This design comes from an exercise in tuning for small area, a short achievable clock period and few clock cycles on the open sky130 flow, not from production work.
RTL that was checked went through simulation tests only; none was proved equivalent to the original.
Power and IR drop assume default switching activity.

Setup of the baseline:
==> flow/design.v (excerpt) <==
module ex_stage
#(
  parameter int WIDTH      = ex_pkg::WIDTH_DEFAULT,
  parameter int MULDIV_LAT = 4
) (
  input  logic             clk,
  input  logic             rst,
  input  logic             flush,
  input  logic             in_valid,
  output logic             in_ready,
  input  logic [4:0]       in_op,
  input  logic [4:0]       in_shamt,
  input  logic [4:0]       in_rd,
  input  logic [4:0]       in_rs_a,
  input  logic [4:0]       in_rs_b,
  input  logic [WIDTH-1:0] in_a,
  input  logic [WIDTH-1:0] in_b,
  input  logic             in_wen,
  output logic             out_valid,
  input  logic             out_ready,
  output logic [WIDTH-1:0] out_result,
  output logic [4:0]       out_rd,
  output logic             out_wen,
  output logic             out_zf,
  output logic             out_of,
  output logic             out_illegal
);
  localparam int M  = 4;           
  ...
Size in the first run: roughly 2200 cells after synthesis, roughly 180 flip-flops, ~140 I/O pins.
clock: 95.0 ns
lec_check: 0
abc_area: 1
cap_margin: 20
core_margin: 2
core_utilization: 40
slew_margin: 20
standard.sh (not shown) runs the stock make flow with config.mk's settings and CLKGATE_MAP_FILE= SYNTH_SCRIPT=/design/flow/synth_recipe.tcl, a recipe that flattens the netlist after the stock synthesis.
==> flow/flow/run.sh <==
#!/bin/bash
# Layout: the standard ORFS flow (standard.sh) with two changes:
#  - technology mapping uses an area-oriented ABC script (flow/abc.script)
#    in place of ORFS's abc_speed/abc_area scripts; everything else in
#    synthesis is ORFS's and the standard flow's own script, so the registers are the
#    standard synthesis's;
#  - ports are buffered with buf_1 cells.
# Each step's full output goes to a log file of its own in this folder.
set -euo pipefail
here=$(pwd)
rm -rf "$here/orfs_scripts"
cp -r "$FLOW_HOME/scripts" "$here/orfs_scripts"
cp "$here/flow/abc.script" "$here/orfs_scripts/abc_speed.script"
cp "$here/flow/abc.script" "$here/orfs_scripts/abc_area.script"
export SCRIPTS_DIR="$here/orfs_scripts"
export BUFFER_PORTS_ARGS="-buffer_cell sky130_fd_sc_hd__buf_1"
bash standard.sh synth > "$here/synth.log" 2>&1
bash standard.sh > "$here/layout.log" 2>&1
==> flow/flow/abc.script <==
strash
&get -n
&st
&deepsyn -T 30
&dch
&nf
&put
--- input diff the baseline..the candidate ---
--- a/flow/design.v
+++ b/flow/design.v
@@ -102,25 +102,25 @@
   output logic             out_wen,
   output logic             out_zf,
   output logic             out_of,
   output logic             out_illegal
 );
   localparam int M  = 4;           
   localparam int NM = 32 / M;      
   logic        iready_q;
   logic        xvalid_q;
   logic [31:0] xa_q, xb_q;
-  logic [4:0]  xop_q, xrd_q, xrd2_q;   
+  logic [4:0]  xop_q, xrd_q;
   logic        xwen_q;
   logic        ovalid_q;
   logic [31:0] ores_q;
-  logic [4:0]  ord_q, ord2_q;
+  logic [4:0]  ord_q;
   logic        owen_q, ozf_q, oof_q, oill_q;
   logic        rvalid_q;
   logic [31:0] r2_q;
   logic [4:0]  rrd_q;
   logic        rwen_q, rof_q, rill_q;
   logic        mdrun_q, align_q;
   logic [4:0]  cnt_q;
   logic [2:0]  mamt_q;            
   logic x_md, x_div, x_mul, x_hi, x_shift, x_addsub, x_logic, x_slt, x_ill;
   always_comb begin
@@ -184,21 +184,21 @@
       endcase
     end
   end
   logic [31:0]   mhi;
   logic [31:0]   mrow_in [M];
   logic [31:0]   mrow_s  [M];
   logic [M-1:0]  mrow_c;
   logic [31+M:0] msum;
   logic [31:0]   mhi_n, mlo_n;
   always_comb begin
-    mhi = md_go ? 32'd0 : r2_q;
+    mhi = r2_q;                  
     mrow_in[0] = mhi;
     for (int j = 1; j < M; j++) mrow_in[j] = {mrow_c[j-1], mrow_s[j-1][31:1]};
   end
   for (genvar j = 0; j < M; j++) begin : g_mrow
     ex_stage_rca #(.N(32)) u_row (
       .a(mrow_in[j]), .b(xa_q & {32{xb_q[j]}}), .ci(1'b0),
       .s(mrow_s[j]), .co(mrow_c[j]));
   end
   always_comb begin
     msum[31+M:M-1] = {mrow_c[M-1], mrow_s[M-1]};
@@ -254,39 +254,33 @@
       md_next_al = x_mul & (mdig == 4'd1);
     end else if (align_q) begin
       md_fin = 1'b1;
     end else begin
       md_fin     = (cnt_q == 5'd1) & x_div;
       md_next_al = (cnt_q == 5'd1) & x_mul;
     end
     xfire = xvalid_q & (x_md ? ((md_start | mdrun_q) & md_fin) : ~rvalid_q);
   end
   logic x_byp, o_byp, in_imsh;
-  logic ma_x, ma_o, mb_x, mb_o, ma_x2, ma_o2, mb_x2, mb_o2;
+  logic ma_x, ma_o, mb_x, mb_o;
   logic [31:0] cap_a, cap_b;
   always_comb begin
     in_imsh = (in_op[4:2] == 3'b000);
     x_byp = xvalid_q & xwen_q & ~x_ill & (xrd_q != 5'd0);
     o_byp = ovalid_q & owen_q & (ord_q != 5'd0);
     ma_x  = x_byp & (in_rs_a == xrd_q);
     ma_o  = o_byp & (in_rs_a == ord_q);
     mb_x  = x_byp & (in_rs_b == xrd_q);
     mb_o  = o_byp & (in_rs_b == ord_q);
-    ma_x2 = x_byp & (in_rs_a == xrd2_q);
-    ma_o2 = o_byp & (in_rs_a == ord2_q);
-    mb_x2 = x_byp & (in_rs_b == xrd2_q);
-    mb_o2 = o_byp & (in_rs_b == ord2_q);
-    cap_a[15:0]  = ma_x  ? xres[15:0]  : (ma_o  ? ores_q[15:0]  : in_a[15:0]);
-    cap_a[31:16] = ma_x2 ? xres[31:16] : (ma_o2 ? ores_q[31:16] : in_a[31:16]);
+    cap_a = ma_x ? xres : (ma_o ? ores_q : in_a);
     if (in_imsh) cap_a[4:0] = in_shamt;
-    cap_b[15:0]  = mb_x  ? xres[15:0]  : (mb_o  ? ores_q[15:0]  : in_b[15:0]);
-    cap_b[31:16] = mb_x2 ? xres[31:16] : (mb_o2 ? ores_q[31:16] : in_b[31:16]);
+    cap_b = mb_x ? xres : (mb_o ? ores_q : in_b);
   end
   logic        acc, held, mdrun_n, align_n, rvalid_n, ovalid_n, iready_n;
   logic [4:0]  cnt_n;
   logic [31:0] o_val;
   always_comb begin
     acc  = iready_q & in_valid;
     held = xvalid_q & ~xfire;            
     mdrun_n = mdrun_q;
     align_n = 1'b0;
     cnt_n   = cnt_q;
@@ -326,43 +320,43 @@
     iready_q <= iready_n;
     cnt_q    <= cnt_n;
     if (md_start) begin
       mamt_q <= 3'(NM - int'(mdig));
     end
     if (iready_q) begin
       xa_q   <= cap_a;
       xb_q   <= cap_b;
       xop_q  <= in_op;
       xrd_q  <= in_rd;
-      if (in_valid) xrd2_q <= in_rd;
       xwen_q <= in_wen;
     end else if (x_div & (md_start | md_iter)) begin
       if (cout & md_iter) xa_q <= sum;
       xb_q <= md_start ? sh_y : {1'b0, xb_q[31:1]};
     end else if (md_sw) begin
       xa_q <= xb_q;
       xb_q <= xa_q;
     end else if (x_mul & (md_start | md_iter)) begin
       xb_q <= mlo_n;
     end
-    if (~rvalid_q) begin
+    if (~rvalid_q | ofree) begin
       if ((md_start | md_iter) & ~md_fin) begin
-        r2_q <= x_div ? (md_start ? 32'd0 : dq_n) : mhi_n;
-      end else begin
+        r2_q <= x_div ? (md_start ? r2_q : dq_n) : mhi_n;
+      end else if (xfire & ~ofree) begin
         r2_q   <= xres;
         rrd_q  <= xrd_q;
         rwen_q <= xwen_q & ~x_ill;
         rof_q  <= xres_of;
         rill_q <= x_ill;
+      end else begin
+        r2_q <= 32'd0;
       end
     end
-    if (ofree & (rvalid_q | xfire)) ord2_q <= rvalid_q ? rrd_q : xrd_q;
     if (ofree) begin
       ores_q <= o_val;
       ozf_q  <= (o_val == 32'd0);
       if (rvalid_q) begin
         ord_q  <= rrd_q;
         owen_q <= rwen_q;
         oof_q  <= rof_q;
         oill_q <= rill_q;
       end else begin
         ord_q  <= xrd_q;
Findings:
Delay of the slowest cell on the worst path: the candidate > the baseline
Compared with the baseline, the candidate shows a higher detailed-routed wire length on met2.
In the metrics for the candidate and the baseline, the one carrying the higher global-route usage is the candidate.
In the candidate, the area added between synthesis and finish came out 0.25 points above the value in the baseline.
The candidate has fewer flip-flops than the baseline.
The final weighted congestion in routability-driven placement of the candidate exceeds that of the baseline by 3.7%.
The candidate vs. the baseline: clock power saw an increase, share of total power in the clock network rose by 6.3 points.
The candidate ends up with lower synthesized cell count than the baseline does.
Number of global-route vias before repair (lower): the candidate
No functional check of the RTL was part of any run of this note.

* * *

Setup of oak:
Another version of the RTL of ex_stage (not shown whole).
For scale: about 2,000 cells after synthesis, roughly 140 I/O pins, roughly 19,000 µm² of cells after synthesis.
// ex_stage
module ex_stage
#(
  parameter int WIDTH      = ex_pkg::WIDTH_DEFAULT,
  parameter int MULDIV_LAT = 4
) (
  input  logic             clk,
  input  logic             rst,
  input  logic             flush,
  input  logic             in_valid,
  output logic             in_ready,
  input  logic [4:0]       in_op,
  input  logic [4:0]       in_shamt,
  input  logic [4:0]       in_rd,
  input  logic [4:0]       in_rs_a,
  input  logic [4:0]       in_rs_b,
  input  logic [WIDTH-1:0] in_a,
  input  logic [WIDTH-1:0] in_b,
  input  logic             in_wen,
  output logic             out_valid,
  input  logic             out_ready,
  output logic [WIDTH-1:0] out_result,
  output logic [4:0]       out_rd,
  output logic             out_wen,
  output logic             out_zf,
  output logic             out_of,
  output logic             out_illegal
);
clock: 95.0 ns
lec_check: 0
abc_area: 1
cap_margin: 20
core_margin: 2
core_utilization: 40
slew_margin: 20
==> flow/flow/run.sh <==
#!/bin/bash
# Layout: the standard ORFS flow (standard.sh) with two changes:
#  - technology mapping uses an area-oriented ABC script (flow/abc.script)
#    in place of ORFS's abc_speed/abc_area scripts; everything else in
#    synthesis is ORFS's and the standard flow's own script, so the registers are the
#    standard synthesis's;
#  - ports are buffered with buf_2 cells.
# Each step's full output goes to a log file of its own in this folder.
set -euo pipefail
here=$(pwd)
rm -rf "$here/orfs_scripts"
cp -r "$FLOW_HOME/scripts" "$here/orfs_scripts"
cp "$here/flow/abc.script" "$here/orfs_scripts/abc_speed.script"
cp "$here/flow/abc.script" "$here/orfs_scripts/abc_area.script"
export SCRIPTS_DIR="$here/orfs_scripts"
export BUFFER_PORTS_ARGS="-buffer_cell sky130_fd_sc_hd__buf_2"
bash standard.sh synth > "$here/synth.log" 2>&1
bash standard.sh > "$here/layout.log" 2>&1
Scripts as last shown in full above: flow/flow/abc.script
oak finished end to end and its layout was clean on timing, DRC and antenna.
Testbench counts of oak, summed over its fixed seeds: cycles 32,591.
[inputs] pine vs oak
diff --git a/flow/design.v b/flow/design.v
--- a/flow/design.v
+++ b/flow/design.v
@@ -187,15 +187,15 @@
   logic [31:0]   mhi;
   logic [31:0]   mrow_in [M];
   logic [31:0]   mrow_s  [M];
   logic [M-1:0]  mrow_c;
   logic [31+M:0] msum;
   logic [31:0]   mhi_n, mlo_n;
   always_comb begin
-    mhi = md_go ? 32'd0 : r2_q;
+    mhi = r2_q;                  
     mrow_in[0] = mhi;
     for (int j = 1; j < M; j++) mrow_in[j] = {mrow_c[j-1], mrow_s[j-1][31:1]};
   end
   for (genvar j = 0; j < M; j++) begin : g_mrow
     ex_stage_rca #(.N(32)) u_row (
       .a(mrow_in[j]), .b(xa_q & {32{xb_q[j]}}), .ci(1'b0),
       .s(mrow_s[j]), .co(mrow_c[j]));
@@ -223,16 +223,18 @@
     dq_n = {(md_start ? {31{bzero}} : r2_q[30:0]), cout};
   end
   logic [31:0] xres, mdres;
   logic        xres_of;
   always_comb begin
     if (x_div) begin
       mdres = x_hi ? dr_n : dq_n;
-    end else begin
+    end else if (align_q) begin
       mdres = sh_y;
+    end else begin
+      mdres = mlo_n;
     end
     xres    = 32'd0;
     xres_of = 1'b0;
     if (x_md) xres = mdres;
     else if (x_shift) xres = sh_y;
     else if (x_addsub) begin
       xres    = sum;
@@ -242,25 +244,26 @@
         2'b00:   xres = xa_q & xb_q;
         2'b01:   xres = xa_q | xb_q;
         2'b10:   xres = xa_q ^ xb_q;
         default: xres = ~(xa_q | xb_q);
       endcase
     end else if (x_slt) xres = {31'd0, slt};
   end
-  logic md_next_al;
+  logic md_next_al, mul_direct;
   always_comb begin
     md_next_al = 1'b0;
+    mul_direct = x_mul & ~x_hi & (mamt_q == 3'd0);
     if (md_start) begin
       md_fin     = x_div & (bzero | dneg);
       md_next_al = x_mul & (mdig == 4'd1);
     end else if (align_q) begin
       md_fin = 1'b1;
     end else begin
-      md_fin     = (cnt_q == 5'd1) & x_div;
-      md_next_al = (cnt_q == 5'd1) & x_mul;
+      md_fin     = (cnt_q == 5'd1) & (x_div | mul_direct);
+      md_next_al = (cnt_q == 5'd1) & x_mul & ~mul_direct;
     end
     xfire = xvalid_q & (x_md ? ((md_start | mdrun_q) & md_fin) : ~rvalid_q);
   end
   logic x_byp, o_byp, in_imsh;
   logic ma_x, ma_o, mb_x, mb_o;
   logic [31:0] cap_a, cap_b;
   always_comb begin
@@ -271,15 +274,15 @@
     ma_o  = o_byp & (in_rs_a == ord_q);
     mb_x  = x_byp & (in_rs_b == xrd_q);
     mb_o  = o_byp & (in_rs_b == ord_q);
     cap_a = ma_x ? xres : (ma_o ? ores_q : in_a);
     if (in_imsh) cap_a[4:0] = in_shamt;
     cap_b = mb_x ? xres : (mb_o ? ores_q : in_b);
   end
-  logic        acc, held, mdrun_n, align_n, rvalid_n, ovalid_n, iready_n;
+  logic        acc, held, mdrun_n, align_n, rvalid_n, ovalid_n, iready_n, mul_direct_n;
   logic [4:0]  cnt_n;
   logic [31:0] o_val;
   always_comb begin
     acc  = iready_q & in_valid;
     held = xvalid_q & ~xfire;            
     mdrun_n = mdrun_q;
     align_n = 1'b0;
@@ -289,20 +292,21 @@
       align_n = md_next_al;
       cnt_n   = x_div ? 5'(sdiff[4:0] + 5'd1) : 5'(mdig - 4'd1);
     end else if (mdrun_q) begin
       mdrun_n = ~md_fin;
       align_n = md_next_al;
       cnt_n   = cnt_q - 5'd1;
     end
+    mul_direct_n = x_mul & ~x_hi & ((md_start ? 3'(NM - int'(mdig)) : mamt_q) == 3'd0);
     rvalid_n = ~ofree & (rvalid_q | xfire);
     ovalid_n = ~ofree | rvalid_q | xfire;
     if (acc)
       iready_n = (in_op[4:2] != 3'b100) & ~rvalid_n;
     else if (held)
-      iready_n = x_md ? (align_n | (mdrun_n & (cnt_n == 5'd1) & x_div))
+      iready_n = x_md ? (align_n | (mdrun_n & (cnt_n == 5'd1) & (x_div | mul_direct_n)))
                       : ~rvalid_n;
     else
       iready_n = ~rvalid_n;
     o_val = rvalid_q ? r2_q : xres;
     if (flush | rst) begin
       mdrun_n  = 1'b0;
       align_n  = 1'b0;
@@ -333,23 +337,25 @@
       xb_q <= md_start ? sh_y : {1'b0, xb_q[31:1]};
     end else if (md_sw) begin
       xa_q <= xb_q;
       xb_q <= xa_q;
     end else if (x_mul & (md_start | md_iter)) begin
       xb_q <= mlo_n;
     end
-    if (~rvalid_q) begin
+    if (~rvalid_q | ofree) begin
       if ((md_start | md_iter) & ~md_fin) begin
-        r2_q <= x_div ? (md_start ? 32'd0 : dq_n) : mhi_n;
-      end else begin
+        r2_q <= x_div ? (md_start ? r2_q : dq_n) : mhi_n;
+      end else if (xfire & ~ofree) begin
         r2_q   <= xres;
         rrd_q  <= xrd_q;
         rwen_q <= xwen_q & ~x_ill;
         rof_q  <= xres_of;
         rill_q <= x_ill;
+      end else begin
+        r2_q <= 32'd0;
       end
     end
     if (ofree) begin
       ores_q <= o_val;
       ozf_q  <= (o_val == 32'd0);
       if (rvalid_q) begin
         ord_q  <= rrd_q;
==> run notes <==
Compared with oak, power density of the placed cells in pine decreased by more than a quarter.
pine: slew at the pin closest to its max-slew limit is 220 ps higher than what oak reported.
For the worst-case setup margin in the final layout, pine came in 720 ps lower than oak did.
Summary — post-synthesis sequential area ratio, pine relative to oak: lower, by 0.60 points.
Fraction of power consumed by sequential logic, oak and pine: smaller value in oak
Initial antenna violation count ended up 3 higher on pine than on oak.
Compared pine vs oak, and depth of the worst hold-timing path is up in pine.
Number of logic inverters in the finished layout (pine over oak): increase, 21
Only the layout flow was run in pine; the RTL was not checked for function there.

## port drivers added, routing unchanged
No port has a modelled driver above. Below, the same layouts with a new extraction and two added sets of constraints.
Step 1, drivers: a clkbuf_16 drives clk and a buf_2 each remaining input, both assumed.
Step 2 times the ports against the registers' clock, not the clock port: input delays grow and output delays shrink by t, the midpoint of the rising clock arrivals with the driver on.
Three values: no drivers, after step 1, after step 2; two values: the first two.
run | t, ns | setup WS [ns] | hold slack, ns | worst setup path after step 2
the baseline | 0.567 | 73.646 / 73.674 / 73.107 | 0.518 / 0.518 / 0.518 | input to register
the candidate | 0.571 | 73.751 / 73.789 / 73.218 | 0.526 / 0.526 / 0.526 | input to register
oak | 0.576 | 74.200 / 74.225 / 73.649 | 0.535 / 0.535 / 0.535 | input to register
pine | 0.576 | 73.477 / 73.512 / 72.936 | 0.490 / 0.490 / 0.490 | input to register
After both steps setup and hold are still met in every run listed. The setup slack of oak, which loses most, moves by +0.025 ns with the drivers and by -0.551 ns with both steps.
